From an optimization exercise on the open Yosys and OpenROAD flow, aimed at small area; shortcuts taken in it are not production practice. Function was checked by simulation only, so behaviour that the tests miss may differ from the original. No activity file was given, so power comes from the tool's default toggle rates.

Design para_regfile, start of the top module:
module para_regfile #(
    parameter int DATA_WIDTH = 32,
    parameter int ADDR_WIDTH = 5,
    parameter int BYPASS     = 0
) (
    input  logic                  clk,
    input  logic                  rst,
    input  logic                  write_enable,
    input  logic [ADDR_WIDTH-1:0] write_addr,
    input  logic [DATA_WIDTH-1:0] write_data,
    input  logic [ADDR_WIDTH-1:0] read_addr1,
    input  logic [ADDR_WIDTH-1:0] read_addr2,
    output logic [DATA_WIDTH-1:0] read_data1,
    output logic [DATA_WIDTH-1:0] read_data2
);
    localparam int NREGS = 2 ** ADDR_WIDTH;
    logic [NREGS-1:1]      ld;
    logic [NREGS-1:1]      hold;
    logic [NREGS-1:1]      sel1;
    logic [NREGS-1:1]      sel2;
    logic [DATA_WIDTH-1:0] wdat;
    logic [DATA_WIDTH-1:0] regs [NREGS-1:1];
    logic [DATA_WIDTH-1:0] nxt  [NREGS-1:1];
    assign wdat = write_data;
    prf_wdec #(.AW(ADDR_WIDTH)) u_wdec (
        .a(write_addr), .we(write_enable), .rst(rst), .ld(ld), .hold(hold)
    );
    prf_rdec #(.AW(ADDR_WIDTH)) u_rdec1 (.a(read_addr1), .y(sel1));
    prf_rdec #(.AW(ADDR_WIDTH)) u_rdec2 (.a(read_addr2), .y(sel2));
    for (genvar k = 1; k < NREGS; k++) begin : g_row
        prf_upd #(.W(DATA_WIDTH)) u_upd (
            .wd(wdat), .ld(ld[k]), .hold(hold[k]), .q(regs[k]), .d(nxt[k])
        );
    end
    always_ff @(posedge clk) begin
        for (int k = 1; k < NREGS; k++)
            regs[k] <= nxt[k];
    end
    logic [DATA_WIDTH-1:0] rd1, rd2;
    for (genvar b = 0; b < DATA_WIDTH; b++) begin : g_col
        logic [NREGS-2:0] col;
        for (genvar k = 1; k < NREGS; k++) begin : g_bit
            assign col[k-1] = regs[k][b];
        end
        prf_rdbit #(.N(NREGS-1)) u_rd1 (.sel(sel1), .q(col), .y(rd1[b]));
        prf_rdbit #(.N(NREGS-1)) u_rd2 (.sel(sel2), .q(col), .y(rd2[b]));
    end
    if (BYPASS != 0) begin : g_bypass
        logic byp1, byp2;
        assign byp1 = (read_addr1 != '0) & write_enable & ~rst & (write_addr == read_addr1);
        assign byp2 = (read_addr2 != '0) & write_enable & ~rst & (write_addr == read_addr2);
        assign read_data1 = byp1 ? write_data : rd1;
        assign read_data2 = byp2 ? write_data : rd2;
    end else begin : g_nobypass
  ...
Size in the first run: about 990 flip-flops, ~110 I/O pins, about 0.040 mm2 of cells after synthesis.
clock: 7.0 ns
lec_check: 0
cap_margin: 15
core_margin: 2
core_utilization: 40
place_density: 0.75
slew_margin: 15
synth_hierarchical: 1
synth_minimum_keep_size: 0
standard.sh (not shown) runs the stock make flow with config.mk's settings and CLKGATE_MAP_FILE= SYNTH_SCRIPT=/design/flow/synth_recipe.tcl, a recipe that flattens the netlist after the stock synthesis.
==> flow/flow/run.sh <==
#!/bin/bash
# The standard layout (standard.sh: unchanged synthesis, floorplan, power grid
# and tap cells) with three changes: the port buffers use a plain small buffer
# cell instead of the one buffer_ports picks by default; after placement,
# over-sized combinational cells are downsized where their load allows
# (flow/downsize.tcl); and clock tree synthesis uses small clusters of
# clkbuf_4 without dummy loads. Each tool's output goes to a log file here.
set -euo pipefail
here=$(pwd)
export BUFFER_PORTS_ARGS="-buffer_cell sky130_fd_sc_hd__buf_2"
export CTS_ARGS="-sink_clustering_enable -repair_clock_nets -dont_use_dummy_load -buf_list sky130_fd_sc_hd__clkbuf_4 -sink_clustering_size 8 -sink_clustering_max_diameter 40"
bash standard.sh place > standard_place.log 2>&1
RESULTS=$here/orfs/results/${FLOW_PLATFORM}/para_regfile/base \
DOWNSIZE_MARGIN=0.25 SLEW_MARGIN=15 CAP_MARGIN=15 \
DONT_USE_CELLS="sky130_fd_sc_hd__probe_p_8 sky130_fd_sc_hd__probec_p_8 sky130_fd_sc_hd__lpflow_*" \
  openroad -no_init -exit flow/downsize.tcl > downsize.log 2>&1
bash standard.sh > standard.log 2>&1
==> flow/flow/downsize.tcl <==
# Downsize over-sized combinational cells of the placed design: each cell whose
# output net's load (pins and estimated wire) stays within (1 - DOWNSIZE_MARGIN)
# of a smaller drive strength's max capacitance takes that smaller strength.
# Flip-flops and clock cells are left alone. Any slew or capacitance
# violation left is then repaired as the standard flow repairs it.
set results $::env(RESULTS)
read_liberty $::env(FLOW_HOME)/platforms/sky130hd/lib/sky130_fd_sc_hd__tt_025C_1v80.lib
read_db $results/3_place.odb
read_sdc $results/3_place.sdc
source $::env(FLOW_HOME)/platforms/sky130hd/setRC.tcl
source [file join [file dirname [info script]] maxcap.tcl]
set_dont_use $::env(DONT_USE_CELLS)
estimate_parasitics -placement
puts "area before [expr {[rsz::design_area] * 1e12}]"
report_worst_slack -max
set keep [expr {1.0 - $::env(DOWNSIZE_MARGIN)}]
set plan {}
foreach inst [get_cells *] {
  set m [get_property $inst ref_name]
  if {![regexp {^(sky130_fd_sc_hd__[a-z0-9]+)_([0-9]+)$} $m -> base sz]} continue
  if {[regexp {df|clk|lpflow|probe} $base] || $sz <= 1} continue
  set out [get_pins -of_objects $inst -filter "direction==output"]
  if {[llength $out] != 1} continue
  set net [get_nets -of_objects $out]
  set cap [expr {[$net capacitance [sta::cmd_scene] max] * 1e12}]
  foreach s {1 2 4} {
    if {$s >= $sz} break
    set small ${base}_$s
    if {![info exists maxcap($small)]} continue
    if {[llength [get_lib_cells */$small]] == 0} continue
    if {$maxcap($small) * $keep >= $cap} { lappend plan $inst $small; break }
  }
}
foreach {inst small} $plan {
  puts "downsize [get_full_name $inst] [get_property $inst ref_name] -> $small"
  replace_cell $inst $small
}
puts "downsized [expr {[llength $plan] / 2}] cells"
estimate_parasitics -placement
repair_design -slew_margin $::env(SLEW_MARGIN) -cap_margin $::env(CAP_MARGIN)
puts "area after [expr {[rsz::design_area] * 1e12}]"
report_worst_slack -max
report_check_types -max_slew -max_capacitance
write_db $results/3_place.odb
Other scripts of this flow, unchanged in this note and not shown: flow/flow/maxcap.tcl
The first run completed without violations.
Then changed:
--- a/flow/flow/run.sh
+++ b/flow/flow/run.sh
@@ -12,5 +12,5 @@
 bash standard.sh place > standard_place.log 2>&1
 RESULTS=$here/orfs/results/${FLOW_PLATFORM}/para_regfile/base \
-DOWNSIZE_MARGIN=0.25 SLEW_MARGIN=15 CAP_MARGIN=15 \
+DOWNSIZE_MARGIN=0.3 SLEW_MARGIN=15 CAP_MARGIN=15 \
 DONT_USE_CELLS="sky130_fd_sc_hd__probe_p_8 sky130_fd_sc_hd__probec_p_8 sky130_fd_sc_hd__lpflow_*" \
   openroad -no_init -exit flow/downsize.tcl > downsize.log 2>&1
PLACE_DENSITY = 0.7   (was 0.75)
Effect: Total power barely changes; setup slack gets better by 0.017 ns; wire length shrinks by 0.30%.

========
Setup of the previous run:
para_regfile again, from the RTL that the note above started with.
clock: 7.0 ns
lec_check: 0
cap_margin: 10
core_margin: 2
core_utilization: 45
place_density: 0.55
slew_margin: 10
synth_hierarchical: 1
synth_minimum_keep_size: 0
==> flow/flow/run.sh <==
#!/bin/bash
# The standard layout (standard.sh, unchanged synthesis, floorplan, power grid and
# tap cells), with two changes: the port buffers use a plain small buffer cell
# instead of the one buffer_ports picks by default, and clock tree synthesis
# does not add dummy loads.
set -euo pipefail
export BUFFER_PORTS_ARGS="-buffer_cell sky130_fd_sc_hd__buf_2"
export CTS_ARGS="-sink_clustering_enable -repair_clock_nets -dont_use_dummy_load -buf_list sky130_fd_sc_hd__clkbuf_4 -sink_clustering_size 8 -sink_clustering_max_diameter 40"
bash standard.sh > standard.log 2>&1
In summary, the previous run completed successfully, with a layout that passed the timing, DRC and antenna checks.
Input changes introduced in the current run (baseline for comparison: the previous run):
==> flow/flow/run.sh <==
#!/bin/bash
# The standard layout (standard.sh, unchanged synthesis, floorplan, power grid and
# tap cells), with two changes: the port buffers use a plain small buffer cell
# instead of the one buffer_ports picks by default, and clock tree synthesis
# does not add dummy loads.
set -euo pipefail
export BUFFER_PORTS_ARGS="-buffer_cell sky130_fd_sc_hd__buf_2"
export CTS_ARGS="-sink_clustering_enable -repair_clock_nets -dont_use_dummy_load -buf_list sky130_fd_sc_hd__clkbuf_4 -sink_clustering_size 10 -sink_clustering_max_diameter 40"
bash standard.sh > standard.log 2>&1
Notes after the runs:
- The current run has completed all stages; timing, DRC and antenna checks passed.
- On initial antenna violation count, the higher figure sits with the current run, not the previous run.
- [the current run vs the previous run] violation count after the first detailed-routing iteration: higher in the current run
- The previous run leaves more setup margin than the current run.
- Diff the previous run and the current run: signed area change from the synthesized netlist to the final layout lower in the current run

port drivers added, routing unchanged:
No port has a modelled driver above. Below, the same layouts with a new extraction and two added sets of constraints. Step 1, drivers: a clkbuf_16 drives clk and a buf_2 each remaining input, both assumed. Step 2 also shifts input and output timing later by t, the mid clock arrival at the registers, as if the neighbouring blocks saw the same clock. a / b / c = ideal ports / drivers / drivers and shift; a / b = the first two.
run | t, ns | setup WS [ns] | cell pins on the clock port's net
the first run of note 1 | 1.138 | 0.496 / 0.455 / 0.455 | 1
the second run of note 1 | 1.119 | 0.513 / 0.486 / 0.486 | 1
the previous run | 1.115 | 1.094 / 1.070 / 1.070 | 1
the current run | 1.139 | 1.071 / 1.051 / 1.051 | 1
After both steps setup and hold are still met in every run listed. The setup slack of the first run of note 1, which loses most, moves by -0.041 ns with the drivers and by -0.041 ns with both steps.
